Background: an optimization exercise with open tools, aiming at small area and few clock cycles. Do not read the settings as production practice. In this exercise RTL edits were held to simulation tests only and were not proved equivalent to the original. Power figures rest on the tool's default switching activity, not on a simulated workload.

## config.mk

```make
export PLATFORM = sky130hd
export DESIGN_NAME = rda_top
export DESIGN_NICKNAME = rda_top
export VERILOG_FILES = /design/flow/design.v
export SDC_FILE = /design/flow/constraint.sdc
export NUM_CORES = 4
export LEC_CHECK = 0
export CAP_MARGIN = 20
export CORE_MARGIN = 2
export CORE_UTILIZATION = 50
export GPL_TIMING_DRIVEN = 0
export SLEW_MARGIN = 20
```

## constraint.sdc

```tcl
create_clock -name core_clock -period 5.0 [get_ports {clock}]
set_input_delay 1.0000 -clock core_clock [delete_from_list [all_inputs] [get_ports {clock}]]
set_output_delay 1.0000 -clock core_clock [all_outputs]
set_load 0.01 [all_outputs]
```

## design.v

```verilog
`default_nettype none
package rda_cfg_pkg;
    localparam int DEF_MEM_BYTES  = 8;     
    localparam int DEF_KER_BYTES  = 4;     
    localparam int DEF_ALIGN_BITS = 0;     
    localparam int DEF_INTRA_W = $clog2(DEF_MEM_BYTES);
    localparam int DEF_SHIFT_W = DEF_INTRA_W - DEF_ALIGN_BITS;
    localparam int DEF_MEM_FIFO_DEPTH = 32;     
    localparam int DEF_CMD_FIFO_DEPTH = 16;
    localparam int DEF_OUT_FIFO_DEPTH = 16;
    localparam int CMD_AF_CUTOFF      = 2;      
    localparam int CMD_AF_LEVEL       = 4;      
endpackage
`default_nettype wire
`default_nettype none
package rda_types_pkg;
    typedef enum logic [1:0] {
        BEAT_SOLE = 2'd0,     
        BEAT_HEAD = 2'd1,     
        BEAT_TAIL = 2'd2      
    } beat_e;
    typedef logic [7:0] byte_t;
endpackage
`default_nettype wire
`timescale 1ns/1ps
`default_nettype none
module rda_fifo #(
    parameter int  WIDTH     = 8,
    parameter int  DEPTH     = 16,
    parameter int  AF_CUTOFF = 2
) (
    input  wire              clock,
    input  wire              aclrn,
    input  wire              i_wr,
    input  wire  [WIDTH-1:0] i_wr_data,
    input  wire              i_rd,
    output logic [WIDTH-1:0] o_rd_data,
    output logic             o_empty,
    output logic             o_almost_full
);
    localparam int PTR_W = (DEPTH > 1) ? $clog2(DEPTH) : 1;
    localparam int CNT_W = $clog2(DEPTH + 1);     
    logic [WIDTH-1:0] mem [DEPTH];     
    logic [PTR_W-1:0] wr_ptr;
    logic [PTR_W-1:0] rd_ptr;
    logic [CNT_W-1:0] count;           
    logic [PTR_W-1:0] wr_ptr_nx;
    logic [PTR_W-1:0] rd_ptr_nx;
    assign wr_ptr_nx = (wr_ptr == PTR_W'(DEPTH - 1)) ? '0 : wr_ptr + 1'b1;
    assign rd_ptr_nx = (rd_ptr == PTR_W'(DEPTH - 1)) ? '0 : rd_ptr + 1'b1;
    always_ff @(posedge clock) begin
        if (i_wr) mem[wr_ptr] <= i_wr_data;
    end
    always_ff @(posedge clock or negedge aclrn) begin
        if (!aclrn) begin
            wr_ptr <= '0;
            rd_ptr <= '0;
            count  <= '0;
        end else begin
            if (i_wr) wr_ptr <= wr_ptr_nx;
            if (i_rd) rd_ptr <= rd_ptr_nx;
            case ({i_wr, i_rd})
                2'b10:   count <= count + 1'b1;
                2'b01:   count <= count - 1'b1;
                default: count <= count;     
            endcase
        end
    end
    assign o_rd_data     = mem[rd_ptr];                           
    assign o_empty       = (count == '0);
    assign o_almost_full = ((DEPTH - int'(count)) <= AF_CUTOFF);   
endmodule
`default_nettype wire
`timescale 1ns/1ps
`default_nettype none
module rda_word_sequencer #(
    parameter int KER_BYTES  = 4,
    parameter int MEM_BYTES  = 8,
    parameter int ALIGN_BITS = 0,
    parameter int INTRA_W    = 3,
    parameter int SHIFT_W    = 3
) (
    input  wire                    clock,
    input  wire                    aclrn,
    input  wire                    i_cmd_empty,
    input  wire  [INTRA_W-1:0]     i_cmd_addr,
    output logic                   o_cmd_pop,
    input  wire                    i_mem_empty,
    input  wire  [8*MEM_BYTES-1:0] i_mem_data,
    output logic                   o_mem_pop,
    input  wire                    i_out_almost_full,
    output logic                   o_beat_valid,
    output logic [8*MEM_BYTES-1:0] o_beat_data,
    output logic [SHIFT_W-1:0]     o_beat_shift,
    output logic [INTRA_W:0]       o_beat_lo_limit,
    output logic [1:0]             o_beat_kind
);
    logic [INTRA_W-1:0] addr_al;       
    logic [SHIFT_W-1:0] addr_shift;    
    logic               spans_two;     
    logic               beat_go;       
    logic               at_second;     
    always_comb begin
        for (int b = 0; b < INTRA_W; b++) addr_al[b] = (b < ALIGN_BITS) ? 1'b0 : i_cmd_addr[b];
    end
    assign addr_shift = addr_al[INTRA_W-1:ALIGN_BITS];
    assign spans_two  = ({1'b0, addr_al} + (INTRA_W+1)'(KER_BYTES)) > (INTRA_W+1)'(MEM_BYTES);
    assign beat_go   = ~i_cmd_empty & ~i_mem_empty & ~i_out_almost_full;
    assign o_mem_pop = beat_go;
    assign o_cmd_pop = beat_go & (~spans_two | at_second);     
    always_ff @(posedge clock or negedge aclrn) begin
        if (!aclrn) begin
            at_second    <= 1'b0;
            o_beat_valid <= 1'b0;
        end else begin
            o_beat_valid <= beat_go;
            if (beat_go) at_second <= spans_two & ~at_second;
        end
    end
    always_ff @(posedge clock) begin
        o_beat_data  <= i_mem_data;
        o_beat_shift <= addr_shift;     
        if (at_second) begin
            o_beat_lo_limit <= (INTRA_W+1)'(MEM_BYTES) - {1'b0, addr_al};
            o_beat_kind     <= rda_types_pkg::BEAT_TAIL;
        end else begin
            o_beat_lo_limit <= '0;
            o_beat_kind     <= spans_two ? rda_types_pkg::BEAT_HEAD : rda_types_pkg::BEAT_SOLE;
        end
    end
endmodule
`default_nettype wire
`timescale 1ns/1ps
`default_nettype none
module rda_shift_stage #(
    parameter int STAGE      = 0,
    parameter int MEM_BYTES  = 8,
    parameter int INTRA_W    = 3,
    parameter int SHIFT_W    = 3,
    parameter int ALIGN_BITS = 0
) (
    input  wire                    clock,
    input  wire                    aclrn,
    input  wire                    i_beat_valid,
    input  wire  [8*MEM_BYTES-1:0] i_beat_data,
    input  wire  [SHIFT_W-1:0]     i_beat_shift,
    input  wire  [INTRA_W:0]       i_beat_lo_limit,
    input  wire  [1:0]             i_beat_kind,
    output logic                   o_beat_valid,
    output logic [8*MEM_BYTES-1:0] o_beat_data,
    output logic [SHIFT_W-1:0]     o_beat_shift,
    output logic [INTRA_W:0]       o_beat_lo_limit,
    output logic [1:0]             o_beat_kind
);
    localparam int AMT = 2 ** (STAGE + ALIGN_BITS);     
    logic [8*MEM_BYTES-1:0] rot_bytes;
    always_comb begin
        for (int j = 0; j < MEM_BYTES; j++) begin
            rot_bytes[8*j +: 8] = i_beat_shift[STAGE] ? i_beat_data[8*((j + AMT) % MEM_BYTES) +: 8]
                                                      : i_beat_data[8*j +: 8];
        end
    end
    always_ff @(posedge clock or negedge aclrn) begin
        if (!aclrn) o_beat_valid <= 1'b0;
        else        o_beat_valid <= i_beat_valid;
    end
    always_ff @(posedge clock) begin
        o_beat_data     <= rot_bytes;
        for (int b = 0; b < SHIFT_W; b++) begin
            o_beat_shift[b] <= (b == STAGE) ? 1'b0 : i_beat_shift[b];     
        end
        o_beat_lo_limit <= i_beat_lo_limit;
        o_beat_kind     <= i_beat_kind;
    end
endmodule
`default_nettype wire
`timescale 1ns/1ps
`default_nettype none
module rda_word_assembler #(
    parameter int KER_BYTES = 4,
    parameter int MEM_BYTES = 8,
    parameter int INTRA_W   = 3,
    parameter int SHIFT_W   = 3
) (
    input  wire                    clock,
    input  wire                    aclrn,
    input  wire                    i_beat_valid,
    input  wire  [8*MEM_BYTES-1:0] i_beat_data,
    input  wire  [INTRA_W:0]       i_beat_lo_limit,
    input  wire  [1:0]             i_beat_kind,
    output logic                   o_wr,
    output logic [8*KER_BYTES-1:0] o_wr_data
);
    localparam int GRAN = 2 ** (INTRA_W - SHIFT_W);     
    logic [8*KER_BYTES-1:0] acc_q;       
    logic [KER_BYTES-1:0]   byte_en;
    always_comb begin
        for (int i = 0; i < KER_BYTES; i++) begin
            byte_en[i] = (INTRA_W+1)'(i & ~(GRAN - 1)) >= i_beat_lo_limit;
        end
    end
    always_ff @(posedge clock) begin
        if (i_beat_valid) begin
            for (int i = 0; i < KER_BYTES; i++) begin
                if (byte_en[i]) acc_q[8*i +: 8] <= i_beat_data[8*i +: 8];     
            end
        end
    end
    always_ff @(posedge clock or negedge aclrn) begin
        if (!aclrn) o_wr <= 1'b0;
        else        o_wr <= i_beat_valid && (i_beat_kind != rda_types_pkg::BEAT_HEAD);
    end
    assign o_wr_data = acc_q;
endmodule
`default_nettype wire
`timescale 1ns/1ps
`default_nettype none
module rda_top #(
    parameter  int MEM_BYTES      = rda_cfg_pkg::DEF_MEM_BYTES,
    parameter  int KER_BYTES      = rda_cfg_pkg::DEF_KER_BYTES,
    parameter  int ALIGN_BITS     = rda_cfg_pkg::DEF_ALIGN_BITS,
    parameter  int MEM_FIFO_DEPTH = rda_cfg_pkg::DEF_MEM_FIFO_DEPTH,
    parameter  int CMD_FIFO_DEPTH = rda_cfg_pkg::DEF_CMD_FIFO_DEPTH,
    parameter  int OUT_FIFO_DEPTH = rda_cfg_pkg::DEF_OUT_FIFO_DEPTH,
    localparam int INTRA_W        = $clog2(MEM_BYTES)
) (
    input  wire                    clock,
    input  wire                    aclrn,
    input  wire                    i_mem_valid,
    input  wire  [8*MEM_BYTES-1:0] i_mem_data,
    input  wire                    i_cmd_valid,
    input  wire  [INTRA_W-1:0]     i_cmd_addr,
    output logic                   o_cmd_almost_full,
    output logic                   o_valid,
    output logic [8*KER_BYTES-1:0] o_data,
    input  wire                    i_stall
);
    localparam int NB     = 16;                         
    localparam int CMD_AF = rda_cfg_pkg::CMD_AF_LEVEL;   
    localparam int CMD_D  = CMD_AF + rda_cfg_pkg::CMD_AF_CUTOFF;   
    logic [NB-1:0][63:0] even_q;    
    logic [NB-1:0][63:0] odd_q;     
    logic [5:0]          wcount;    
    logic [5:0]          m1, m2;    
    always_ff @(posedge clock) begin
        if (i_mem_valid) begin
            even_q[0] <= i_mem_data;
            for (int e = 1; e < NB; e++) even_q[e] <= odd_q[e-1];
            for (int e = 0; e < NB; e++) odd_q[e]  <= even_q[e];
        end
    end
    assign m1 = wcount - 6'd1;
    assign m2 = wcount - 6'd2;
    logic [63:0] re, ro;
    always_comb begin
        re = '0;
        ro = '0;
        for (int e = 0; e < NB; e++) begin
            re = re | ({64{m1[4:1] == 4'(e)}} & even_q[e]);
            ro = ro | ({64{m2[4:1] == 4'(e)}} & odd_q[e]);
        end
    end
    localparam int CP_W = $clog2(CMD_D + 1);
    logic [CMD_D-1:0][2:0] cmem;
    logic [CP_W-1:0]       ccount;
    logic [CP_W-1:0]       chead;
    logic [2:0]            a;
    always_ff @(posedge clock) begin
        if (i_cmd_valid) begin
            cmem[0] <= i_cmd_addr;
            for (int e = 1; e < CMD_D; e++) cmem[e] <= cmem[e-1];
        end
    end
    assign chead = ccount - 1'b1;
    always_comb begin
        a = '0;
        for (int e = 0; e < CMD_D; e++) a = a | ({3{chead == CP_W'(e)}} & cmem[e]);
    end
    logic        split;       
    logic        ready;       
    logic        load;        
    logic [31:0] kdata;
    assign split = a[2] & (a[1] | a[0]);
    assign ready = (ccount != '0) && (wcount != '0) && (!split || wcount[5:1] != '0);
    assign load  = ready && (!o_valid || !i_stall);
    logic [63:0] w0;
    logic [23:0] w1;
    logic [87:0] st;      
    logic [7:0]  ah;      
    assign w0 = m1[0] ? ro : re;
    assign w1 = m1[0] ? re[23:0] : ro[23:0];
    assign st = {w1, w0};
    always_comb begin
        for (int k = 0; k < 8; k++) ah[k] = (a == 3'(k));
        kdata = '0;
        for (int k = 0; k < 8; k++) kdata = kdata | ({32{ah[k]}} & st[8*k +: 32]);
    end
    assign o_cmd_almost_full = (ccount >= CP_W'(CMD_AF));
    always_ff @(posedge clock) begin
        if (load) o_data <= kdata;
    end
    always_ff @(posedge clock or negedge aclrn) begin
        if (!aclrn) o_valid <= 1'b0;
        else        o_valid <= load || (o_valid && i_stall);
    end
    always_ff @(posedge clock or negedge aclrn) begin
        if (!aclrn) begin
            wcount <= '0;
            ccount <= '0;
        end else begin
            wcount <= wcount + 6'(i_mem_valid) - (load ? (split ? 6'd2 : 6'd1) : 6'd0);
            ccount <= ccount + CP_W'(i_cmd_valid) - CP_W'(load);
        end
    end
endmodule
`default_nettype wire
```

## flow/run.sh

```bash
#!/bin/bash
# Own layout flow: the standard ORFS flow with these changes:
#  - synthesis maps the logic with an area-oriented ABC script (flow/abc_area.script);
#    Yosys's register inference and naming are untouched
#  - clock tree synthesis inserts no dummy loads and clusters more sinks per leaf buffer
#  - ports are buffered with the smallest buffer
# Each step's full output goes to ORFS's own logs under orfs/logs (copied to orfs_logs at the
# end), and make's output to flow_make.log in this folder.
set -euo pipefail
W=$(pwd)
trap 'cp -r "$W/orfs/logs" "$W/orfs_logs" 2>/dev/null || true' EXIT
{ cat "$W/flow/abc_override.tcl"; cat "$W/synth_recipe.tcl"; } > "$W/my_synth.tcl"
bash "$W/standard.sh" \
  SYNTH_SCRIPT="$W/my_synth.tcl" \
  MY_ABC_SCRIPT="$W/flow/abc_area.script" \
  CTS_ARGS="-sink_clustering_enable -repair_clock_nets -dont_use_dummy_load -buf_list sky130_fd_sc_hd__clkbuf_16 -sink_clustering_size 24 -sink_clustering_max_diameter 60" \
  BUFFER_PORTS_ARGS="-buffer_cell sky130_fd_sc_hd__buf_1" \
  finish > "$W/flow_make.log" 2>&1
```

## flow/abc_area.script

```
strash
dc2
strash
&get -n
&dch -f
&nf -R 1000
&put
```

## flow/abc_override.tcl

```tcl
# maps logic with flow/abc_area.script in place of ORFS's ABC script; everything else,
# registers included, is the standard synthesis
proc abc {args} {
  set i [lsearch $args -script]
  if {$i >= 0 && [info exists ::env(MY_ABC_SCRIPT)]} {
    lset args [expr {$i + 1}] $::env(MY_ABC_SCRIPT)
  }
  yosys abc {*}$args
}
```

## standard.sh

```bash
#!/bin/bash
# synth_recipe.tcl (not shown) runs the flow's synth.tcl, then flattens the netlist and writes it again
# the make line also repeats each setting of config.mk as NAME=value (left out here)
make -C /OpenROAD-flow-scripts/flow DESIGN_CONFIG=/design/flow/config.mk WORK_HOME=/design/flow/orfs CLKGATE_MAP_FILE= SYNTH_SCRIPT=/design/flow/synth_recipe.tcl "${@:-finish}"
```

==> impl_metrics.toml, run 1 <==
[setup_path]
critPathLaunchType = "register"
critPathArrivalTime_ns = 5.39
crit_path_end_kind = "register"
required_ns = 5.46
crit_type = "register to register"
cp_max_fo = 17
cp-startpoint = "wcount[0]$_DFF_PN0_"
r2r_start = "wcount[0]$_DFF_PN0_"

[place]
dp.cells = 6153
gp_congestion = 0.786
io_buffer_count = 105
dp_hpwl_mm = 149
place_area_um2 = 83800

[timing]
fin_skew_ns = 0.0723
finalHoldViolCount = 0
fmax_mhz = 203
fin_crit_sh = 0.985
setup_tns_ns = 0
setup_viol = 0
slew_violations = 0
tightestPinTransition_ns = 1.18
slew_headroom = 0.210
fin_crit_ns = 4.92

[die]
start_util = 0.503
die_h_um = 392
rows = 142
coreArea_um2 = 150000
dieArea_um2 = 154000
die_w_um = 392
io_pins = 106

[routing]
first_pass_iters = 10
drcViolationCount = 0
met1_length_mm = 89.1
wirelength_mm = 227
drt_iter0_markers = 8208
wire_per_inst_um = 36.1
top_layer = "met5"
vias = 44900
vias_per_cell = 7.11
ant_nets = 0
wl_met2_mm = 104
met3_wirelength_mm = 27.7

[cts]
cts_tree = "yes"
cts_sinks = 2108
root_buffer = "clkbuf_16"
numCtsBuffers = 138
clock_path_buffers = 3
clk_latency_ns = 0.80
h-tree-depth = 4
cts.clk_slew.worst_paths_ns = 0.09

[yosys]
synth_compound_area_frac = 0.114
synth_top_area_share = 0.836
synth_flop_cell = "edfxtp_1"
yosysTopAreaCell = "edfxtp_1"
synthDistinctLibCells = 40
syn_avg_cell_area_um2 = 19.9
synth_top_family_by_area = "compound AO/OA/AOI/OAI gates"
synth_xor_area_frac = 0.00163
syn_area_um2 = 75400
muxShareOfSynthArea = 0.00425
ys_ff_latch = 2108
synth_fa_ha_area_frac = 0.00302
async_flop_share = 0.00474
yosysWarnings = 1
yosys.area_share.simple = 0.0371
synthTopCellsByArea = "edfxtp_1 84%, a222oi_1 4.1%, a22oi_1 2.5%, a221oi_1 2.0%, nand2_1 1.0%"
synthCells = 3797
yosysSeqAreaShare = 0.839
synth-edff-count = 2098
synth_nets = 3886

[final_layout]
nNetsFinal = 4381
finalNonFillerCells = 6307
mostFrequentLayoutCells = "2098 x edfxtp_1, 308 x a222oi_1, 256 x a22oi_1"
area_growth_syn_to_layout_pct = 16.2
multi_input_area_um2 = 12400
final_common_cell = "edfxtp_1"
stdcell_area_um2 = 87600
regArea_um2 = 63300
fillers = 10900
drive_gt1_frac = 0.107

[pwr]
switching_share = 0.390
power_frac_comb = 0.434
p_per_area_nw_per_um2 = 651
switchingPower_mw = 22.3
ir_drop_mv = 0.597
power_leakage_nw = 28.4
p_seq_frac = 0.384
intPower_mw = 34.8
power.share.clock = 0.183

[global_route]
first_global_vias = 43400
antenna_found_initial = 3
grt-ovfl-total = 0
grt_pass1_wl_mm = 319
grt_max_degree = 37
gr-usage-all-layers = 0.293

[min_path]
hold_class = "input pin to asynchronous set/reset pin"

[run]
maxCapViolations = 0

[outcome]
status = "timing/DRC/antenna clean"
[path summary, 6_finish.rpt]
path                                              to  slack (ns)  depth (start not counted)
worst min register to register  odd_q[481]$_DFFE_PP_        0.40                          0
min in group core_clock         even_q[48]$_DFFE_PP_        0.37                          1
worst max-delay path            o_data[30]$_DFFE_PP_        0.08                         17
worst min-delay path               o_valid$_DFF_PN0_        0.26                          1
max in group asynchronous        wcount[0]$_DFF_PN0_        4.06                          1
worst max register to register  o_data[30]$_DFFE_PP_        0.08                         17
[power by group through the flow]
stage,Clock [mW],Sequential [mW],Combinational [mW]
6_report,10.4,21.9,24.7
5_1_grt,11.1,22.0,25.7
4_1_cts,10.6,21.9,24.0
3_5_place_dp,0,22.3,23.5
3_3_place_gp,0,23.5,20.0
2_1_floorplan,0,22.0,10.7
[Yosys cell counts (27+ instances only)]
cell type  count
a221oi_1     168
o21ai_0       42
a22oi_1      256
clkinv_1      27
edfxtp_1    2098
a22o_1        85
nand4_1       92
mux2i_1       32
and4_1        27
nor2_1       112
o22ai_1       81
nand3_1       70
a222oi_1     308
nand2_1      205
[layer usage]
layer,vias to the layer above,global-route usage
met1,23200,0.425
met4,4,0.0824
met5,-,0.00447
met3,417,0.0661
met2,3370,0.449
li1,17800,-
[through the flow]
stage | utilization | total power, mW | hold WS [ns] | setup slack (ns)
2_1_floorplan | - | 32.7 | 0.421 | -0.0172
3_3_place_gp | 0.524 | 43.5 | 0.427 | -79.51
3_5_place_dp | 0.560 | 45.7 | 0.432 | -2.03
4_1_cts | 0.584 | 56.5 | 0.229 | -0.00529
5_1_grt | 0.585 | 58.8 | 0.278 | -0.0167
6_report | 0.585 | 57.0 | 0.265 | 0.0752
[registers in the layout, indices dropped and copies added, names as in the netlist]
name,flops
o_valid,1
cmem,18
even_q,1024
o_data,32
ccount,3
wcount,6
odd_q,1024
[what timing repair did]
item                                   4_1_cts  5_1_grt
resized for setup                           25       17
buffers inserted                             5        7
cloned                                       3        0
setup endpoints to repair                   39       29
hold buffers                                 0        0
pin swaps                                    1        2
endpoints found under the hold margin        0        0
[final cells by class]
class | instances | share of cell area
Timing Repair inverter | 2 | 0.000371
Antenna cell | 1 | 0.0000286
Tap cell | 2016 | 0.0288
Sequential cell | 2108 | 0.722
Multi-Input combinational cell | 1661 | 0.142
Inverter | 27 | 0.00150
Buffer | 1 | 0.0000429
Clock buffer | 138 | 0.0394
Timing Repair Buffer | 353 | 0.0657
[cell families after synthesis]
logic type                 after synthesis
DFF                                   2108
muxes                                   32
AOI/OAI and AO/OA                     1024
and+or+nand+nor                        574
xor gates and xnor gates                14
adders and majority gates               17
buffers and inverters                   28
[critical path, cell delays in order, from the launching register on]
cell and delay [ns]:
dfrtp_4 0.59, buf_16 0.20, clkinv_16 0.14, ha_4 0.19
o21ai_0 0.10, xnor2_1 0.40, or2_4 0.25, nor2_4 0.12
buf_16 0.22, buf_12 0.17, buf_12 0.17, buf_16 0.17
a222oi_1 0.39, and4_1 0.24, nand3_1 0.17, mux2i_2 0.29
o22ai_1 0.12, or4_1 0.64
Testbench counts, summed over its fixed seeds: cycles 5,767.
==> run 2: changes to the inputs <==
--- a/design.v
+++ b/design.v
@@ -242,3 +242,2 @@
     logic [NB-1:0][63:0] odd_q;     
-    logic [5:0]          wcount;    
     logic [5:0]          m1, m2;    
@@ -251,4 +250,2 @@
     end
-    assign m1 = wcount - 6'd1;
-    assign m2 = wcount - 6'd2;
     logic [63:0] re, ro;
@@ -262,6 +259,5 @@
     end
-    localparam int CP_W = $clog2(CMD_D + 1);
+    localparam int CP_W = $clog2(CMD_D) + 1;     
     logic [CMD_D-1:0][2:0] cmem;
-    logic [CP_W-1:0]       ccount;
-    logic [CP_W-1:0]       chead;
+    logic [CP_W-1:0]       chead;     
     logic [2:0]            a;
@@ -273,3 +269,2 @@
     end
-    assign chead = ccount - 1'b1;
     always_comb begin
@@ -283,3 +278,3 @@
     assign split = a[2] & (a[1] | a[0]);
-    assign ready = (ccount != '0) && (wcount != '0) && (!split || wcount[5:1] != '0);
+    assign ready = !chead[CP_W-1] && !m1[5] && (!split || !m2[5]);
     assign load  = ready && (!o_valid || !i_stall);
@@ -297,3 +292,3 @@
     end
-    assign o_cmd_almost_full = (ccount >= CP_W'(CMD_AF));
+    assign o_cmd_almost_full = !chead[CP_W-1] && (chead >= CP_W'(CMD_AF - 1));
     always_ff @(posedge clock) begin
@@ -307,7 +302,9 @@
         if (!aclrn) begin
-            wcount <= '0;
-            ccount <= '0;
+            m1    <= '1;
+            m2    <= '1 - 6'd1;
+            chead <= '1;
         end else begin
-            wcount <= wcount + 6'(i_mem_valid) - (load ? (split ? 6'd2 : 6'd1) : 6'd0);
-            ccount <= ccount + CP_W'(i_cmd_valid) - CP_W'(load);
+            m1    <= m1 + 6'(i_mem_valid) - (load ? (split ? 6'd2 : 6'd1) : 6'd0);
+            m2    <= m2 + 6'(i_mem_valid) - (load ? (split ? 6'd2 : 6'd1) : 6'd0);
+            chead <= chead + CP_W'(i_cmd_valid) - CP_W'(load);
         end
--- a/flow/run.sh
+++ b/flow/run.sh
@@ -15,3 +15,3 @@
   MY_ABC_SCRIPT="$W/flow/abc_area.script" \
-  CTS_ARGS="-sink_clustering_enable -repair_clock_nets -dont_use_dummy_load -buf_list sky130_fd_sc_hd__clkbuf_16 -sink_clustering_size 24 -sink_clustering_max_diameter 60" \
+  CTS_ARGS="-sink_clustering_enable -repair_clock_nets -dont_use_dummy_load -buf_list sky130_fd_sc_hd__clkbuf_16 -sink_clustering_size 28 -sink_clustering_max_diameter 80" \
   BUFFER_PORTS_ARGS="-buffer_cell sky130_fd_sc_hd__buf_1" \
--- a/config.mk
+++ b/config.mk
@@ -7,3 +7,3 @@
 export LEC_CHECK = 0
-export CAP_MARGIN = 20
+export CAP_MARGIN = 10
 export CORE_MARGIN = 2
@@ -11,2 +11,2 @@
 export GPL_TIMING_DRIVEN = 0
-export SLEW_MARGIN = 20
+export SLEW_MARGIN = 10
==> run 2 against run 1 <==
Compared with the run above: still clean on timing, DRC and antenna; first-iteration DRC count up 8.0%; sequential share of layout area grew 2.9 points; sequential cell count up 7; hold slack improved by 0.13 ns; critical path depth decreased by 10; combinational power fell by 42%; via count fell by 2.3%; global-route usage fell by 1.5 points; largest power group is now sequential cells; highest routed layer is now met4.
==> impl_metrics.toml, run 2 <==
[outcome]
status = "timing/DRC/antenna clean"

[cts]
cts_sinks = 2115
h-tree-depth = 3
cts_tree = "yes"
cts.clk_slew.worst_paths_ns = 0.11
clk_latency_ns = 0.75
root_buffer = "clkbuf_16"
cts_setup_buffers = 0
numCtsBuffers = 96
clock_path_buffers = 3

[yosys]
synth_commonest_cells = "2098 x edfxtp_1, 279 x a22oi_1, 265 x a222oi_1"
yosysSeqAreaShare = 0.837
ys_ff_latch = 2115
yosysTopAreaCell = "edfxtp_1"
syn_area_um2 = 75800
yosysWarnings = 1
syn_avg_cell_area_um2 = 20.0
synth_most_common_cell = "edfxtp_1"
synthDistinctLibCells = 34
synthCells = 3790
synth_nets = 3891
synth-edff-count = 2098
synth_flop_cell = "edfxtp_1"
synthTopCellsByArea = "edfxtp_1 83%, a222oi_1 3.5%, a22oi_1 2.8%, a221oi_1 1.7%, a22o_1 1.5%"
async_flop_share = 0.00804
synth_top_area_share = 0.831

[die]
start_util = 0.505
die_w_um = 393
coreArea_um2 = 150000
dieArea_um2 = 155000
rows = 142
io_pins = 106
die_h_um = 393

[global_route]
grt_max_degree = 51
antenna_found_initial = 0
first_global_vias = 42000
grt-ovfl-total = 0
gr-usage-all-layers = 0.279
grt_pass1_wl_mm = 310

[routing]
drcViolationCount = 0
ant_nets = 0
drt_iter0_markers = 8863
first_pass_iters = 10
wirelength_mm = 221
wire_per_inst_um = 36.0
vias_per_cell = 7.13
vias = 43800

[final_layout]
insertedDiodeCount = 0
drive_gt1_frac = 0.0724
nNetsFinal = 4235
reg_top3 = "even_q x1024, odd_q x1024, o_data x32"
mostFrequentLayoutCells = "2098 x edfxtp_1, 279 x a22oi_1, 265 x a222oi_1"
fillers = 11200
final_common_cell = "edfxtp_1"
stdcell_area_um2 = 84400
area_growth_syn_to_layout_pct = 11.4

[place]
gp_congestion = 0.769
dp_hpwl_mm = 127
place_area_um2 = 82000
io_buffer_count = 105

[setup_path]
crit_path_end_kind = "register"
cp-startpoint = "m1[0]$_DFF_PN1_"
r2r_cells = 7
r2r-end = "o_data[20]$_DFFE_PP_"
endpoint = "o_data[20]$_DFFE_PP_"
critPathArrivalTime_ns = 5.25
cp_max_fo = 50
crit_type = "register to register"
rrSetupSlack_ns = 0.21
r2r_start = "m1[0]$_DFF_PN1_"
required_ns = 5.46
critPathLaunchType = "register"

[timing]
fmax_mhz = 209
finalHoldViolCount = 0
setup_viol = 0
tightestPinTransition_ns = 1.40
slew_headroom = 0.0542
setup_tns_ns = 0
rsz0062_at_grt = "no"
slew_violations = 0
fin_crit_ns = 4.79
fin_crit_sh = 0.959
fin_skew_ns = 0.0861

[pwr]
ir_drop_mv = 0.497
p_per_area_nw_per_um2 = 533
power_leakage_nw = 27.0

[run]
maxCapViolations = 0

[min_path]
hold_class = "register to register"
run 2: cell count changes after synthesis, moves of 12 or more:
cell | before | now
nor2_1 | 112 | 48
nand2_1 | 205 | 146
a22o_1 | 85 | 129
a222oi_1 | 308 | 265
o22ai_1 | 81 | 111
and2_0 | 0 | 25
and4_1 | 27 | 51
a22oi_1 | 256 | 279
a21oi_1 | 21 | 43
a221oi_1 | 168 | 148
dfstp_2 | 0 | 15
nand3_1 | 70 | 82
run 2: critical path: stages (launching register included):
cell and delay [ns]:
dfstp_4 1.01, buf_16 0.37, clkinv_4 0.56, a221oi_1 0.43, nand2_1 0.09, o21ai_0 1.09, o22ai_1 0.26, or4_1 0.63
run 2: routing by layer:
layer,global-route usage,part of all wire
met1,0.433,0.40
met2,0.408,0.44
met3,0.0490,0.12
met4,0.0725,0.028
met5,0,0
run 2: report_power, final:
group	switching [mW]	internal, mW	leakage [nW]
logic	9.57	4.81	5.13
clock network	5.19	3.44	1.18
registers	0.866	21.1	20.7
run 2: cell type report:
cell class | count | area (µm²) | area share
inverters | 30 | 118 | 0.00139
multi-input cells | 1645 | 12400 | 0.147
flip-flops and latches | 2115 | 63400 | 0.751
clock buffers | 96 | 2400 | 0.0285
well taps | 2016 | 2520 | 0.0299
repair buffers | 246 | 3540 | 0.0420
run 2: worst min-delay path by stage:
| stage | from | to | slack, ns | cells past startpoint |
|---|---|---|---|---|
| final | odd_q[460]$_DFFE_PP_ | even_q[524]$_DFFE_PP_ | 0.40 | 0 |
| after global routing | i_mem_data[48] | even_q[48]$_DFFE_PP_ | 0.36 | 1 |
| after CTS | i_mem_data[11] | even_q[11]$_DFFE_PP_ | 0.35 | 1 |
| after detailed placement | odd_q[335]$_DFFE_PP_ | even_q[399]$_DFFE_PP_ | 0.43 | 0 |
| after global placement | even_q[262]$_DFFE_PP_ | odd_q[262]$_DFFE_PP_ | 0.43 | 0 |
| after floorplan | cmem[2]$_DFFE_PP_ | cmem[5]$_DFFE_PP_ | 0.42 | 0 |
run 2: cells by family (layout without fill, tap and decap cells):
logic type	after synthesis	after routing	synth area share
muxes	28	28	0.00370
AOI/OAI and AO/OA	1069	1069	0.115
and+or+nand+nor	507	507	0.0363
buffers and inverters	30	372	0.00149
xor gates and xnor gates	12	12	0.00139
DFF	2115	2115	0.837
adders and majority gates	29	29	0.00508
run 2: metrics by stage:
stage | std cells | hold WS (ns) | setup WS (ns) | total power, mW | util
after floorplan | 3790 | 0.417 | 0.274 | 28.9 | -
after global placement | 5911 | 0.427 | -79.13 | 36.5 | 0.524
after detailed placement | 6051 | 0.431 | 0.216 | 36.4 | 0.546
after CTS | 6147 | 0.349 | 0.118 | 44.9 | 0.562
after global routing | 6148 | 0.357 | 0.0524 | 46.4 | 0.562
final | 6148 | 0.399 | 0.206 | 45.0 | 0.562
run 2: what timing repair did:
action | 4_1_cts | 5_1_grt
endpoints found under the setup margin | 0 | 4
resized for setup | 0 | 5
hold buffers | 0 | 0
Testbench counts of run 2, summed over its fixed seeds: cycles 5,767.
==> run 3: changes to the inputs <==
--- a/config.mk
+++ b/config.mk
@@ -7,3 +7,3 @@
 export LEC_CHECK = 0
-export CAP_MARGIN = 10
+export CAP_MARGIN = 0
 export CORE_MARGIN = 2
@@ -11,2 +11,2 @@
 export GPL_TIMING_DRIVEN = 0
-export SLEW_MARGIN = 10
+export SLEW_MARGIN = 0
==> run 3 against run 2 <==
Compared with the run above: via count increased by 0.33%; clock skew down 0.013 ns; register-to-register slack improved by 0.27 ns; power shrank 0.23%; critical endpoint is now o_data[15]$_DFFE_PP_; largest cell class unchanged.
==> impl_metrics.toml, run 3 <==
[yosys]
synth_compound_area_frac = 0.115
muxShareOfSynthArea = 0.00370
synthDistinctLibCells = 34
ys_ff_latch = 2115
synth_most_common_cell = "edfxtp_1"
synth_flop_cell = "edfxtp_1"
synth_fa_ha_area_frac = 0.00508
synthTopCellsByArea = "edfxtp_1 83%, a222oi_1 3.5%, a22oi_1 2.8%, a221oi_1 1.7%, a22o_1 1.5%"
async_flop_share = 0.00804
synth_xor_area_frac = 0.00139
synthCells = 3790
yosys.area_share.simple = 0.0363
synth_top_area_share = 0.831
synth_nets = 3891
yosysSeqAreaShare = 0.837
yosysTopAreaCell = "edfxtp_1"
synth_commonest_cells = "2098 x edfxtp_1, 279 x a22oi_1, 265 x a222oi_1"
syn_avg_cell_area_um2 = 20.0
synth_top_family_by_area = "compound AO/OA/AOI/OAI gates"
yosysWarnings = 1
syn_area_um2 = 75800
synth-edff-count = 2098

[timing]
tightestPinTransition_ns = 1.34
rsz0062_at_grt = "no"
fin_crit_sh = 0.904
setup_viol = 0
setup_ws_ns = 0.478
setup_tns_ns = 0
fmax_mhz = 221
fin_crit_ns = 4.52
slew_headroom = 0.0955
fin_skew_ns = 0.0732
slew_violations = 0
finalHoldViolCount = 0

[pwr]
power_leakage_nw = 26.8
ir_drop_mv = 0.434
p_seq_frac = 0.488
power.share.clock = 0.195
switching_share = 0.348
intPower_mw = 29.3
p_per_area_nw_per_um2 = 535
switchingPower_mw = 15.6
power_frac_comb = 0.317

[setup_path]
crit_type = "register to register"
cp_max_fo = 28
cp_slowest_stage_delay_ns = 1.05
cpMostUsedCell = "buf_16"
cp-startpoint = "m2[3]$_DFF_PN1_"
r2r_cells = 11
r2r_start = "m2[3]$_DFF_PN1_"
critPathLaunchType = "register"
crit_family = "compound AO/OA/AOI/OAI gates"
critPathArrivalTime_ns = 4.99
crit_chain = "clkinv_1 > ha_1 > and2_4 > buf_16 > buf_16 > a22o_1 > a221oi_1 > nand4_1 > o21ai_0 > o22ai_1 > or4_1"
required_ns = 5.46
slowest_stage = "o21ai_0"
path_buf_inv = 3
crit_path_end_kind = "register"
rrSetupSlack_ns = 0.48
r2r-end = "o_data[15]$_DFFE_PP_"

[cts]
root_buffer = "clkbuf_16"
cts_tree = "yes"
hold_buffers = 0
numCtsBuffers = 98
cts.clk_slew.worst_paths_ns = 0.11
h-tree-depth = 3
clk_latency_ns = 0.74
cts_sinks = 2115
clock_path_buffers = 3

[routing]
first_pass_iters = 7
drcViolationCount = 0
vias = 44000
ant_nets = 0
vias_per_cell = 7.17
wirelength_mm = 222
drt_iter0_markers = 8829
wire_per_inst_um = 36.2

[global_route]
antenna_found_initial = 1
first_global_vias = 42100
grt-ovfl-total = 0
grt_max_degree = 60
grt_pass1_wl_mm = 311
gr-usage-all-layers = 0.280

[die]
start_util = 0.505
coreArea_um2 = 150000
rows = 142
io_pins = 106
die_h_um = 393
die_w_um = 393
dieArea_um2 = 155000

[final_layout]
finalNonFillerCells = 6131
stdcell_area_um2 = 84000
reg_top3 = "even_q x1024, odd_q x1024, o_data x32"
final_common_cell = "edfxtp_1"
nNetsFinal = 4216
area_growth_syn_to_layout_pct = 10.8
mostFrequentLayoutCells = "2098 x edfxtp_1, 279 x a22oi_1, 265 x a222oi_1"
drive_gt1_frac = 0.0678

[place]
place_area_um2 = 81500
io_buffer_count = 105
dp_slack_ns = -0.0739
dp.cells = 6028
gp_congestion = 0.769
dp_hpwl_mm = 124

[min_path]
hold_start = "even_q[374]$_DFFE_PP_"
holdPathStages = 0
hold_end = "odd_q[374]$_DFFE_PP_"
hold_class = "register to register"

[outcome]
status = "timing/DRC/antenna clean"

[run]
maxCapViolations = 0
run 3: how the worst max path moves through the flow:
stage                     depth (start not counted)                   end
after floorplan                                  21       m1[5]$_DFF_PN1_
after global routing                             21       m1[5]$_DFF_PN1_
after detailed placement                         21       m1[5]$_DFF_PN1_
after CTS                                        21       m1[5]$_DFF_PN1_
final                                            11  o_data[15]$_DFFE_PP_
after global placement                            8       m2[4]$_DFF_PN1_
run 3: area by class of cell:
| cell class | instances | area, µm² |
|---|---|---|
| diodes | 2 | 5.00 |
| repair buffers | 225 | 3040 |
| inverters | 30 | 114 |
| multi-input cells | 1645 | 12400 |
| fillers | 11300 | 66200 |
| well taps | 2016 | 2520 |
| flip-flops and latches | 2115 | 63400 |
| clock buffers | 98 | 2450 |
run 3: routing by layer:
layer	global-route usage	share of wire	vias to the layer above
li1	-	-	17500
met1	0.433	0.41	22900
met2	0.414	0.45	3284
met3	0.0474	0.12	332
met4	0.0711	0.028	0
met5	0	0	-
run 3: timing repair:
item	CTS	global route
setup endpoints to repair	2	2
resized for setup	0	3
buffers inserted	2	0
run 3: cell families after synthesis:
kind of cell	after synthesis
mux	28
compound gates	1069
xor+xnor	12
simple gates	507
flops	2115
buf+inv	30
fa+ha+maj	29
run 3: per-stage QoR:
| stage | util | power (mW) | hold slack, ns |
|---|---|---|---|
| floorplan | - | 28.9 | 0.417 |
| global placement | 0.524 | 36.5 | 0.427 |
| detailed placement | 0.543 | 36.2 | 0.431 |
| CTS | 0.559 | 44.8 | 0.370 |
| global route | 0.559 | 46.4 | 0.375 |
| finish | 0.559 | 44.9 | 0.382 |
run 3: power by group through the flow:
stage          combinational (mW)  sequential (mW)  clock, mW
6_report                     14.2             21.9       8.75
5_1_grt                      14.9             22.1       9.41
4_1_cts                      14.0             21.9       8.89
3_5_place_dp                 13.9             22.3          0
3_3_place_gp                 12.9             23.6          0
2_1_floorplan                6.75             22.1          0
==> run 4: changes to the inputs <==
--- a/config.mk
+++ b/config.mk
@@ -11,2 +11,3 @@
 export GPL_TIMING_DRIVEN = 0
+export PLACE_DENSITY = 0.85
 export SLEW_MARGIN = 0
==> run 4 against run 3 <==
Compared with the run above: the layout now fails its checks (max-capacitance violations, max-slew violations); core utilization down 0.58 points; sequential cell count unchanged; setup slack worse by 0.27 ns; critical path type unchanged; largest cell class unchanged.
==> impl_metrics.toml, run 4 <==
[cts]
cts_tree = "yes"
root_buffer = "clkbuf_16"
h-tree-depth = 3
clk_latency_ns = 0.75
numCtsBuffers = 88
clock_path_buffers = 3
cts_sinks = 2115
cts.clk_slew.worst_paths_ns = 0.11

[global_route]
grt-ovfl-total = 0
first_global_vias = 44600
grt_pass1_wl_mm = 307
gr-usage-all-layers = 0.270
grt_max_degree = 64
antenna_found_initial = 4

[setup_path]
required_ns = 5.48
cp_max_fo = 57
r2r_cells = 7
critPathArrivalTime_ns = 5.28
crit_type = "register to register"
crit_path_end_kind = "register"
critPathLaunchType = "register"

[die]
rows = 142
dieArea_um2 = 155000
die_h_um = 393
coreArea_um2 = 150000
die_w_um = 393
start_util = 0.505
io_pins = 106

[timing]
setup_tns_ns = 0
setup_ws_ns = 0.205
rsz0062_at_grt = "no"
tightestPinTransition_ns = 1.50
setup_viol = 0
fmax_mhz = 209
slew_headroom = -0.0106
finalHoldViolCount = 0
fin_skew_ns = 0.0839
fin_crit_sh = 0.959
slew_violations = 5
holdWs_ns = 0.399
fin_crit_ns = 4.79

[place]
dp.cells = 5999
io_buffer_count = 105
place_area_um2 = 80900
dp_slack_ns = -0.176
dp_hpwl_mm = 122
gp_congestion = 0.825

[yosys]
yosysWarnings = 1
syn_avg_cell_area_um2 = 20.0
synthCells = 3790
yosysTopAreaCell = "edfxtp_1"
synth-edff-count = 2098
synth_most_common_cell = "edfxtp_1"
synth_top_area_share = 0.831
yosysSeqAreaShare = 0.837
ys_ff_latch = 2115
synth_commonest_cells = "2098 x edfxtp_1, 279 x a22oi_1, 265 x a222oi_1"
synthTopCellsByArea = "edfxtp_1 83%, a222oi_1 3.5%, a22oi_1 2.8%, a221oi_1 1.7%, a22o_1 1.5%"
async_flop_share = 0.00804
syn_area_um2 = 75800
synthDistinctLibCells = 34
synth_nets = 3891
synth_flop_cell = "edfxtp_1"

[routing]
first_pass_iters = 14
drcViolationCount = 0
vias = 46000
ant_nets = 0
wirelength_mm = 217
wire_per_inst_um = 35.7
drt_iter0_markers = 12100
vias_per_cell = 7.55

[final_layout]
stdcell_area_um2 = 83100
drive_gt1_frac = 0.0587
final_common_cell = "edfxtp_1"
reg_top3 = "even_q x1024, odd_q x1024, o_data x32"
area_growth_syn_to_layout_pct = 9.63
finish.utilization = 0.554
mostFrequentLayoutCells = "2098 x edfxtp_1, 279 x a22oi_1, 265 x a222oi_1"
finalNonFillerCells = 6093
nNetsFinal = 4178

[pwr]
ir_drop_mv = 0.608
finalPower_mw = 44.2
p_per_area_nw_per_um2 = 532
power_leakage_nw = 26.4

[run]
maxCapViolations = 1

[outcome]
status = "finished with violations"
so_faults = "max-capacitance violations, max-slew violations"

[min_path]
holdPathStages = 0
hold_class = "register to register"
-- run 4: kinds of logic (layout without fill, tap and decap cells) --
logic type,Yosys count,in the layout,share of synthesized area
DFF,2115,2115,0.837
xor gates and xnor gates,12,12,0.00139
muxes,28,28,0.00370
adders and majority gates,29,29,0.00508
AOI/OAI and AO/OA,1069,1069,0.115
buffers and inverters,30,315,0.00149
other,0,2,0
and+or+nand+nor,507,507,0.0363
-- run 4: power breakdown --
part           switching (mW)  internal [mW]
clock                    5.05           3.17
sequential               1.04           21.2
combinational            9.48           4.32
-- run 4: final cells by class --
cell class | count | area [µm²]
fill | 10500 | 67000
sequential | 2115 | 63400
multi-input combinational | 1645 | 12400
tap | 2016 | 2520
timing repair buffer | 197 | 2430
clock buffer | 88 | 2200
inverter | 30 | 114
antenna | 2 | 5.00
-- run 4: critical path, stage by stage, from the launching register on --
cell,delay (ns)
dfstp_4,1.28
clkinv_2,0.52
buf_16,0.36
a221oi_1,0.30
nand2_1,0.10
o21ai_0,1.17
o22ai_1,0.24
or4_1,0.51
-- run 4: what timing repair did --
item                                    CTS  global route
setup buffers                             2             0
endpoints found under the setup margin    4             2
hold buffers                              0             0
resized for setup                         0             2
-- run 4: layer usage --
| layer | track usage | routed length, µm |
|---|---|---|
| met1 | 0.366 | 69400 |
| met2 | 0.395 | 94000 |
| met4 | 0.119 | 11700 |
| met3 | 0.0967 | 42200 |
| met5 | 0 | 97 |
-- run 4: worst paths after layout --
path | end | from | slack [ns]
worst max-delay path | o_data[27]$_DFFE_PP_ | m1[0]$_DFF_PN1_ | 0.21
worst min-delay path | even_q[166]$_DFFE_PP_ | odd_q[102]$_DFFE_PP_ | 0.40
worst max register to register | o_data[27]$_DFFE_PP_ | m1[0]$_DFF_PN1_ | 0.21
worst min register to register | even_q[166]$_DFFE_PP_ | odd_q[102]$_DFFE_PP_ | 0.40
max in group asynchronous | m2[0]$_DFF_PN0_ | aclrn | 3.94
min in group asynchronous | o_valid$_DFF_PN0_ | aclrn | 0.45
==> run 5: changes to the inputs <==
--- a/config.mk
+++ b/config.mk
@@ -7,3 +7,3 @@
 export LEC_CHECK = 0
-export CAP_MARGIN = 0
+export CAP_MARGIN = 10
 export CORE_MARGIN = 2
@@ -12,2 +12,2 @@
 export PLACE_DENSITY = 0.85
-export SLEW_MARGIN = 0
+export SLEW_MARGIN = 10
==> run 5 against run 4 <==
Compared with the run above: now clean on timing, DRC and antenna; first-iteration DRC count is 2.0% higher; critical path depth is 14 higher; register-to-register slack better by 0.10 ns; wire length is 2.3% higher; sequential share of layout area is 0.45 points lower; combinational power is 4% higher; synthesized cell count stayed put; clock-buffer cell count is 1 lower; critical endpoint is now m1[5]$_DFF_PN1_.
==> impl_metrics.toml, run 5 <==
[setup_path]
cp_slowest_stage_delay_ns = 0.54
critPathArrivalTime_ns = 5.36
cp-startpoint = "chead[3]$_DFF_PN1_"
slowest_stage = "dfstp_2"
critPathLaunchType = "register"
r2r_start = "chead[3]$_DFF_PN1_"
crit_path_end_kind = "register"
required_ns = 5.67
crit_type = "register to register"
crit_chain = "clkinv_1 > ha_1 > and3_1 > a222oi_1 > nand3_1 > nor2_4 > nor2_1 > a21oi_1 > nand2_1 > a21oi_4 > nor2b_1 > ha_1 > clkinv_1 > ha_1 > a21o_1 > a21oi_2 > clkinv_1 > a21oi_1 > nor2_1 > nor2_1 > xnor2_1"
cp_max_fo = 8

[die]
die_h_um = 393
start_util = 0.505
die_w_um = 393
dieArea_um2 = 155000
rows = 142
coreArea_um2 = 150000
io_pins = 106

[yosys]
async_flop_share = 0.00804
synth_flop_cell = "edfxtp_1"
synth_nets = 3891
synth_top_area_share = 0.831
synthTopCellsByArea = "edfxtp_1 83%, a222oi_1 3.5%, a22oi_1 2.8%, a221oi_1 1.7%, a22o_1 1.5%"
yosysSeqAreaShare = 0.837
synthDistinctLibCells = 34
yosysWarnings = 1
synth-edff-count = 2098
synth_commonest_cells = "2098 x edfxtp_1, 279 x a22oi_1, 265 x a222oi_1"
yosysTopAreaCell = "edfxtp_1"
syn_avg_cell_area_um2 = 20.0
syn_area_um2 = 75800
ys_ff_latch = 2115
synthCells = 3790
synth_most_common_cell = "edfxtp_1"

[final_layout]
finish.utilization = 0.557
mostFrequentLayoutCells = "2098 x edfxtp_1, 279 x a22oi_1, 265 x a222oi_1"
reg_top3 = "even_q x1024, odd_q x1024, o_data x32"
nNetsFinal = 4199
final_common_cell = "edfxtp_1"
area_growth_syn_to_layout_pct = 10.3
insertedDiodeCount = 0
drive_gt1_frac = 0.0637

[cts]
clock_path_buffers = 3
numCtsBuffers = 87
cts_sinks = 2115
root_buffer = "clkbuf_16"
h-tree-depth = 3
clk_latency_ns = 0.75
cts_tree = "yes"
cts.clk_slew.worst_paths_ns = 0.11

[routing]
met1_length_mm = 69.8
wirelength_mm = 222
met3_wirelength_mm = 42.3
ant_nets = 0
vias_per_cell = 7.58
top_layer = "met5"
vias = 46300
drt_iter0_markers = 12400
first_pass_iters = 10
wl_met2_mm = 96.5
wire_per_inst_um = 36.4
drcViolationCount = 0

[place]
gp_congestion = 0.825
io_buffer_count = 105
dp_hpwl_mm = 127

[global_route]
gr-usage-all-layers = 0.275
grt_pass1_wl_mm = 311
antenna_found_initial = 5
grt_max_degree = 64
first_global_vias = 45500
grt-ovfl-total = 0

[run]
maxCapViolations = 0

[timing]
fmax_mhz = 213
setup_viol = 0
finalHoldViolCount = 0
fin_skew_ns = 0.0949
fin_crit_sh = 0.938
slew_headroom = 0.112
tightestPinTransition_ns = 1.32
rsz0062_at_grt = "no"
slew_violations = 0
fin_crit_ns = 4.69
setup_tns_ns = 0

[pwr]
power_leakage_nw = 26.6
ir_drop_mv = 0.479
finalPower_mw = 44.7
p_per_area_nw_per_um2 = 535

[outcome]
status = "timing/DRC/antenna clean"

[min_path]
hold_class = "input pin to register"
hold_start = "i_mem_data[49]"
run 5: changes by cell type in the layout (fill, tap and decap cells not counted), sizes merged:
| cell | previous run | this run |
|---|---|---|
| buf | 196 | 218 |
| clkbuf | 89 | 88 |
| diode | 2 | 0 |
run 5: per-stage QoR:
| stage | cells | worst slack, ns | hold WS, ns | cell area, µm² |
|---|---|---|---|---|
| 2_1_floorplan | 3790 | 0.274 | 0.417 | 75800 |
| 3_3_place_gp | 5911 | -74.72 | 0.425 | 78700 |
| 3_5_place_dp | 6022 | -0.0650 | 0.432 | 81400 |
| 4_1_cts | 6109 | 0.000421 | 0.377 | 83600 |
| 5_1_grt | 6112 | 0.00154 | 0.399 | 83600 |
| 6_report | 6112 | 0.310 | 0.403 | 83600 |
run 5: per-layer routing:
metal / track usage / vias up
li1: - / 17400
met1: 0.364 / 22200
met2: 0.406 / 5713
met3: 0.0977 / 1039
met4: 0.137 / 2
met5: 0 / -
run 5: critical path: cells and delay by family (launching register included):
kind	cells	cell delay, ns
AND/OR/NAND/NOR	8	1.34
adder cells (fa/ha/maj)	3	0.82
flip-flops	1	0.54
buffers and inverters	3	0.29
XOR/XNOR	1	0.14
AO/OA/AOI/OAI	6	1.50
run 5: what timing repair did:
item	CTS	global route
hold endpoints to repair	0	0
hold buffers	0	0
gates resized for setup	1	2
buffers inserted	0	2
pin swaps	0	0
setup endpoints to repair	1	2
run 5: power by group:
part	internal [mW]	switching [mW]
Combinational	4.55	9.83
Sequential	21.2	0.948
Clock	3.14	5.08
Total	28.8	15.9
run 5: cell families (layout without fill, tap and decap cells):
logic type	count (synthesis)	after routing	share of synthesized area
compound gates	1069	1069	0.115
fa+ha+maj	29	29	0.00508
simple gates	507	507	0.0363
mux	28	28	0.00370
buf+inv	30	336	0.00149
xor+xnor	12	12	0.00139
flops	2115	2115	0.837
run 5: cell type report:
cell class | count | area (µm²)
clock buffers | 87 | 2180
well taps | 2016 | 2520
flip-flops and latches | 2115 | 63400
repair buffers | 219 | 2940
inverters | 30 | 114
multi-input cells | 1645 | 12400
fillers | 10400 | 66500
run 5: final timing paths:
path,end,slack (ns),cells after the start
min in group asynchronous,o_valid$_DFF_PN0_,0.45,1
hold reg to reg,cmem[11]$_DFFE_PP_,0.41,0
setup / recovery,m1[5]$_DFF_PN1_,0.31,21
hold / removal,even_q[49]$_DFFE_PP_,0.40,1
setup reg to reg,m1[5]$_DFF_PN1_,0.31,21
max in group asynchronous,m2[0]$_DFF_PN0_,3.93,1
==> run 6: changes to the inputs <==
--- a/config.mk
+++ b/config.mk
@@ -7,3 +7,3 @@
 export LEC_CHECK = 0
-export CAP_MARGIN = 10
+export CAP_MARGIN = 5
 export CORE_MARGIN = 2
@@ -12,2 +12,2 @@
 export PLACE_DENSITY = 0.85
-export SLEW_MARGIN = 10
+export SLEW_MARGIN = 5
==> run 6 against run 5 <==
Compared with the run above: hold slack got worse by 0.012 ns; synthesized cell count did not move; fmax is 0.23% higher; highest routed layer unchanged; critical path type unchanged; sequential cell count is the same; global-route usage fell by 0.52 points; core utilization decreased by 0.15 points; register-to-register slack about the same; cell count decreased by 0.16%; largest cell class unchanged; still clean on timing, DRC and antenna; non-clock buffer count is 12 lower; clock-buffer cell count grew 1.
==> impl_metrics.toml, run 6 <==
[timing]
fin_crit_ns = 4.68
tightestPinTransition_ns = 1.40
setup_viol = 0
finalHoldViolCount = 0
fin_skew_ns = 0.0987
setup_ws_ns = 0.321
fin_crit_sh = 0.936
holdWs_ns = 0.391
slew_headroom = 0.0571
slew_violations = 0
fmax_mhz = 214

[global_route]
grt_max_degree = 64
first_global_vias = 44900
antenna_found_initial = 3
grtUsageMet2 = 0.400
grt_pass1_wl_mm = 307
gr-usage-all-layers = 0.270
use_met3 = 0.0938
met1_usage = 0.363
grt-ovfl-total = 0
grt-busiest-layer = "met2"

[pwr]
power.share.clock = 0.185
ir_drop_mv = 0.554
p_seq_frac = 0.496
power_leakage_nw = 26.5
switching_share = 0.352
power_frac_comb = 0.318
switchingPower_mw = 15.6
intPower_mw = 28.8
p_per_area_nw_per_um2 = 533

[routing]
wire_per_inst_um = 35.7
ant_nets = 0
wirelength_mm = 218
drt_iter0_markers = 11300
first_pass_iters = 15
drcViolationCount = 0
vias = 46000
vias_per_cell = 7.54

[setup_path]
slowest_stage = "o21ai_0"
cp_max_fo = 33
r2r_cells = 10
crit_family = "compound AO/OA/AOI/OAI gates"
path_buf_inv = 2
r2r_start = "m2[3]$_DFF_PN1_"
rrSetupSlack_ns = 0.32
required_ns = 5.42
critPathArrivalTime_ns = 5.10
crit_chain = "clkinv_1 > ha_1 > and2_4 > buf_16 > a22o_1 > a221oi_1 > nand4_1 > o21ai_0 > o22ai_1 > or4_1"
crit_path_end_kind = "register"
crit_type = "register to register"
critPathLaunchType = "register"
r2r-end = "o_data[20]$_DFFE_PP_"
cp_slowest_stage_delay_ns = 1.08

[yosys]
syn_avg_cell_area_um2 = 20.0
yosysSeqAreaShare = 0.837
yosysWarnings = 1
synth_nets = 3891
synthTopCellsByArea = "edfxtp_1 83%, a222oi_1 3.5%, a22oi_1 2.8%, a221oi_1 1.7%, a22o_1 1.5%"
synth_flop_cell = "edfxtp_1"
synth-edff-count = 2098
synthDistinctLibCells = 34
synthCells = 3790
async_flop_share = 0.00804
syn_area_um2 = 75800
synth_commonest_cells = "2098 x edfxtp_1, 279 x a22oi_1, 265 x a222oi_1"
synth_most_common_cell = "edfxtp_1"
synth_top_area_share = 0.831
ys_ff_latch = 2115
yosysTopAreaCell = "edfxtp_1"

[place]
dp_hpwl_mm = 124
place_area_um2 = 81100
io_buffer_count = 105
gp_congestion = 0.825
dp_slack_ns = 0.0308

[run]
maxCapViolations = 0

[cts]
h-tree-depth = 3
cts.clk_slew.worst_paths_ns = 0.10
cts_sinks = 2115
root_buffer = "clkbuf_16"
clk_latency_ns = 0.76
hold_buffers = 0
cts_tree = "yes"
numCtsBuffers = 88
clock_path_buffers = 3

[die]
die_w_um = 393
start_util = 0.505
coreArea_um2 = 150000
io_pins = 106
dieArea_um2 = 155000
die_h_um = 393
rows = 142

[final_layout]
nNetsFinal = 4188
regArea_um2 = 63400
fillers = 10400
final_common_cell = "edfxtp_1"
reg_top3 = "even_q x1024, odd_q x1024, o_data x32"
drive_gt1_frac = 0.0622
multi_input_area_um2 = 12400
stdcell_area_um2 = 83400
mostFrequentLayoutCells = "2098 x edfxtp_1, 279 x a22oi_1, 265 x a222oi_1"
area_growth_syn_to_layout_pct = 9.97

[min_path]
hold_end = "even_q[796]$_DFFE_PP_"
holdPathStages = 0
hold_start = "odd_q[732]$_DFFE_PP_"
hold_class = "register to register"

[outcome]
status = "timing/DRC/antenna clean"
## run 6: per-stage QoR
stage,TNS [ns],cells,util,power [mW]
6_report,0,6102,0.555,44.4
5_1_grt,-0.000794,6101,0.555,45.2
4_1_cts,0,6097,0.555,43.5
3_5_place_dp,0,6009,0.540,35.5
3_3_place_gp,-,5911,0.524,35.5
2_1_floorplan,0,3790,-,28.9
## run 6: layer usage
metal	wire [µm]	share of wire	up-vias
met5	198	0.00091	-
met4	11900	0.055	4
met3	41900	0.19	902
met2	94400	0.43	5687
met1	69200	0.32	22100
li1	-	-	17400
## run 6: worst reg2reg max path, stage by stage, from the launching register on
cell and delay (ns):
dfstp_2 0.55, clkinv_1 0.11, ha_1 0.27, and2_4 0.40, buf_16 0.33, a22o_1 0.36
a221oi_1 0.23, nand4_1 0.16, o21ai_0 1.08, o22ai_1 0.27, or4_1 0.66
## run 6: what timing repair did
action	CTS	global route
buffers inserted	0	1
endpoints found under the setup margin	0	6
resized for setup	0	7
## run 6: area by class of cell
cell class | instances | area share
Antenna cell | 1 | 0.0000300
Clock buffer | 88 | 0.0264
Inverter | 30 | 0.00137
Multi-Input combinational cell | 1645 | 0.149
Sequential cell | 2115 | 0.761
Tap cell | 2016 | 0.0303
Timing Repair Buffer | 207 | 0.0321
## run 6: how the worst max path moves through the flow
stage | start | to | slack [ns] | cells past startpoint
2_1_floorplan | chead[2]$_DFF_PN1_ | m1[5]$_DFF_PN1_ | 0.27 | 21
3_3_place_gp | i_mem_valid | m1[4]$_DFF_PN1_ | -74.72 | 8
3_5_place_dp | chead[2]$_DFF_PN1_ | m1[5]$_DFF_PN1_ | 0.03 | 22
4_1_cts | chead[2]$_DFF_PN1_ | m1[5]$_DFF_PN1_ | 0.004 | 22
5_1_grt | chead[3]$_DFF_PN1_ | m2[5]$_DFF_PN1_ | -0.0008 | 22
6_report | m2[3]$_DFF_PN1_ | o_data[20]$_DFFE_PP_ | 0.32 | 10
## run 6: kinds of logic after synthesis
family,synth area share
flops,0.837
compound gates,0.115
simple gates,0.0363
buf+inv,0.00149
fa+ha+maj,0.00508
mux,0.00370
xor+xnor,0.00139
## run 6: power by group through the flow
stage	registers [mW]	clock network, mW	logic (mW)
floorplan	22.1	0	6.75
global placement	23.6	0	11.9
detailed placement	22.3	0	13.2
CTS	22.0	8.18	13.3
global route	22.1	8.70	14.4
finish	22.0	8.22	14.1
==> run 7: changes to the inputs <==
--- a/flow/run.sh
+++ b/flow/run.sh
@@ -6,2 +6,4 @@
 #  - ports are buffered with the smallest buffer
+#  - after global routing, gates off the critical paths are sized down (RECOVER_POWER),
+#    and slew, capacitance and timing are repaired again after that (flow/grt_hook.tcl)
 # Each step's full output goes to ORFS's own logs under orfs/logs (copied to orfs_logs at the
@@ -17,2 +19,4 @@
   BUFFER_PORTS_ARGS="-buffer_cell sky130_fd_sc_hd__buf_1" \
+  RECOVER_POWER=100 \
+  PRE_GLOBAL_ROUTE_TCL="$W/flow/grt_hook.tcl" \
   finish > "$W/flow_make.log" 2>&1
==> flow/grt_hook.tcl (new file) <==
# Sourced by ORFS's global_route.tcl before global routing (PRE_GLOBAL_ROUTE_TCL).
# ORFS sizes gates down (recover_power) as the last change before detailed routing, with no
# repair after it; this runs the usual slew, capacitance and timing repair after it too.
proc recover_power_helper { } {
  if { $::env(RECOVER_POWER) == 0 } {
    return
  }
  log_cmd repair_timing -verbose -recover_power $::env(RECOVER_POWER)
  repair_design_helper
  log_cmd detailed_placement
  log_cmd estimate_parasitics -global_routing
  repair_timing_helper
  log_cmd detailed_placement
  report_tns
  report_wns
}
--- a/config.mk
+++ b/config.mk
@@ -7,3 +7,3 @@
 export LEC_CHECK = 0
-export CAP_MARGIN = 5
+export CAP_MARGIN = 0
 export CORE_MARGIN = 2
@@ -12,2 +12,2 @@
 export PLACE_DENSITY = 0.85
-export SLEW_MARGIN = 5
+export SLEW_MARGIN = 0
==> run 7 against run 6 <==
Compared with the run above: the layout now fails its checks (max-capacitance violations, negative setup slack); register-to-register slack worse by 0.32 ns; clock-buffer cell count is the same; wire length shrank 0.12%; sequential cell count stayed put; area after synthesis is the same; setup slack lost 0.32 ns.
==> impl_metrics.toml, run 7 <==
[outcome]
status = "finished with violations"
so_faults = "max-capacitance violations, negative setup slack"

[place]
dp_hpwl_mm = 122
io_buffer_count = 105
gp_congestion = 0.825
dp.cells = 5999
dp_slack_ns = -0.176

[cts]
clk_latency_ns = 0.74
cts.clk_slew.worst_paths_ns = 0.10
h-tree-depth = 3
root_buffer = "clkbuf_16"
numCtsBuffers = 88
cts_tree = "yes"
clock_path_buffers = 3
hold_buffers = 0
cts_sinks = 2115

[yosys]
ys_ff_latch = 2115
synth_nets = 3891
synth_most_common_cell = "edfxtp_1"
synth-edff-count = 2098
synth_flop_cell = "edfxtp_1"
syn_avg_cell_area_um2 = 20.0
synth_commonest_cells = "2098 x edfxtp_1, 279 x a22oi_1, 265 x a222oi_1"
synthCells = 3790
yosysSeqAreaShare = 0.837
yosysTopAreaCell = "edfxtp_1"
synth_top_area_share = 0.831
synthTopCellsByArea = "edfxtp_1 83%, a222oi_1 3.5%, a22oi_1 2.8%, a221oi_1 1.7%, a22o_1 1.5%"
synthDistinctLibCells = 34
yosysWarnings = 1
async_flop_share = 0.00804
syn_area_um2 = 75800

[timing]
fmax_mhz = 200
setup_ws_ns = -0.00102
slew_violations = 0
setup_viol = 1
tightestPinTransition_ns = 1.47
fin_crit_ns = 5.00
fin_crit_sh = 1.00
finalHoldViolCount = 0
fin_skew_ns = 0.0821
rsz0062_at_grt = "no"
slew_headroom = 0.00765

[routing]
drcViolationCount = 0
wirelength_mm = 217
first_pass_iters = 13
drt_iter0_markers = 11900
ant_nets = 0
wire_per_inst_um = 35.6
vias_per_cell = 7.53
vias = 45900

[die]
io_pins = 106
rows = 142
die_w_um = 393
start_util = 0.505
die_h_um = 393
coreArea_um2 = 150000
dieArea_um2 = 155000

[setup_path]
critPathLaunchType = "register"
required_ns = 5.46
crit_path_end_kind = "register"
cp_max_fo = 57
critPathArrivalTime_ns = 5.47
crit_type = "register to register"

[pwr]
ir_drop_mv = 0.611
power_leakage_nw = 26.3
p_per_area_nw_per_um2 = 533

[global_route]
grtUsageMet2 = 0.395
grt-busiest-layer = "met2"
grt-ovfl-total = 0
met1_usage = 0.366
first_global_vias = 44600
antenna_found_initial = 3
grt_max_degree = 64
grt_pass1_wl_mm = 307
gr-usage-all-layers = 0.270
use_met3 = 0.0967

[final_layout]
final_common_cell = "edfxtp_1"
fillers = 10600
multi_input_area_um2 = 12400
nNetsFinal = 4184
drive_gt1_frac = 0.0588
finalNonFillerCells = 6099
regArea_um2 = 63400
mostFrequentLayoutCells = "2098 x edfxtp_1, 279 x a22oi_1, 265 x a222oi_1"
area_growth_syn_to_layout_pct = 9.15
reg_top3 = "even_q x1024, odd_q x1024, o_data x32"

[run]
maxCapViolations = 1

[min_path]
hold_class = "register to register"
## run 7: cell count changes in the layout (fill, tap and decap cells not counted), moves of 3 or more
cell,change
buf_16,-6
o21ai_1,-3
buf_6,+7
buf_1,-4
clkbuf_4,+3
o21ai_0,+3
buf_12,-34
clkbuf_1,+7
clkbuf_2,+21
## run 7: metrics by stage
| stage | setup TNS, ns | power (mW) | hold WS, ns | util | cell area (µm²) |
|---|---|---|---|---|---|
| final | -0.00102 | 44.1 | 0.401 | 0.551 | 82700 |
| after global routing | 0 | 44.9 | 0.403 | 0.551 | 82700 |
| after CTS | 0 | 43.3 | 0.389 | 0.553 | 83100 |
| after detailed placement | -0.406 | 35.3 | 0.432 | 0.539 | 80900 |
| after global placement | - | 35.5 | 0.425 | 0.524 | 78700 |
| after floorplan | 0 | 28.9 | 0.417 | - | 75800 |
## run 7: routing by layer
metal	wire, µm	vias to the layer above
met2	93500	5556
met5	12	-
met3	42000	920
met4	12000	2
li1	-	17400
met1	69800	22100
## run 7: cell type report
type,count,area share
Clock buffer,88,0.0266
Antenna cell,2,0.0000605
Inverter,30,0.00136
Timing Repair Buffer,203,0.0250
Sequential cell,2115,0.767
Tap cell,2016,0.0305
Multi-Input combinational cell,1645,0.150
## run 7: kinds of logic after synthesis
kind of cell             after synthesis  share of synthesized area
XOR/XNOR                              12                    0.00139
AO/OA/AOI/OAI                       1069                      0.115
buffers and inverters                 30                    0.00149
adder cells (fa/ha/maj)               29                    0.00508
AND/OR/NAND/NOR                      507                     0.0363
multiplexers                          28                    0.00370
flip-flops                          2115                      0.837
## run 7: critical path, stage by stage, from the launching register on
cell	delay, ns
dfstp_4	1.29
inv_1	0.53
buf_4	0.52
a221oi_1	0.32
nand4_1	0.15
o21ai_0	1.12
o22ai_1	0.17
or4_1	0.60
## run 7: worst paths after layout
| kind | start | endpoint | slack, ns | depth (start not counted) |
|---|---|---|---|---|
| worst max-delay path | m1[0]$_DFF_PN1_ | o_data[23]$_DFFE_PP_ | -0.001 | 7 |
| worst min-delay path | odd_q[102]$_DFFE_PP_ | even_q[166]$_DFFE_PP_ | 0.40 | 0 |
| worst max register to register | m1[0]$_DFF_PN1_ | o_data[23]$_DFFE_PP_ | -0.001 | 7 |
| worst min register to register | odd_q[102]$_DFFE_PP_ | even_q[166]$_DFFE_PP_ | 0.40 | 0 |
| max in group asynchronous | aclrn | m2[0]$_DFF_PN0_ | 3.93 | 1 |
| min in group asynchronous | aclrn | o_valid$_DFF_PN0_ | 0.45 | 1 |
## run 7: repair_timing
item | CTS | global route
buffers inserted | 2 | 0
pin swaps | 0 | 0
endpoints found under the setup margin | 4 | 2
resized for setup | 0 | 2
## run 7: power by group
group	total, mW	internal, mW	switching [mW]
clock network	8.22	3.17	5.05
logic	13.7	4.24	9.46
registers	22.2	21.2	1.04
total	44.1	28.6	15.6

-- separate check: timing with driven ports --
In the flow no input, the clock included, has a driving cell. The finished layouts below were timed again as built, in two steps.
Step 1 sets driving cells, clkbuf_16 on the clock port and buf_2 on the other inputs (assumed; they add their load-dependent delay and slew).
Step 2 times the ports against the registers' clock, not the clock port: input delays grow and output delays shrink by t, the midpoint of the rising clock arrivals with the driver on.
Slacks: ideal ports / drivers / drivers and shift; pairs: ideal ports / drivers.
run | t (ns) | setup slack, ns | clock arrival spread, ns | worst data-port slew with drivers (ns)
run 1 | 0.849 | 0.075 / 0.075 / -0.429 | 0.074 / 0.073 | 0.13
run 2 | 0.795 | 0.206 / 0.206 / 0.206 | 0.096 / 0.096 | 0.07
run 3 | 0.790 | 0.478 / 0.478 / 0.478 | 0.083 / 0.082 | 0.06
run 4 | 0.790 | 0.205 / 0.205 / 0.205 | 0.090 / 0.090 | 0.09
run 5 | 0.789 | 0.310 / 0.310 / 0.310 | 0.105 / 0.105 | 0.08
run 6 | 0.773 | 0.321 / 0.321 / 0.321 | 0.119 / 0.119 | 0.08
run 7 | 0.785 | -0.001 / -0.001 / -0.407 | 0.086 / 0.085 | 0.09
Met with ideal ports but missed after step 2: setup timing in run 1. For run 1, which loses most, drivers alone change the setup slack by 0.000 ns; drivers and shift together by -0.504 ns.
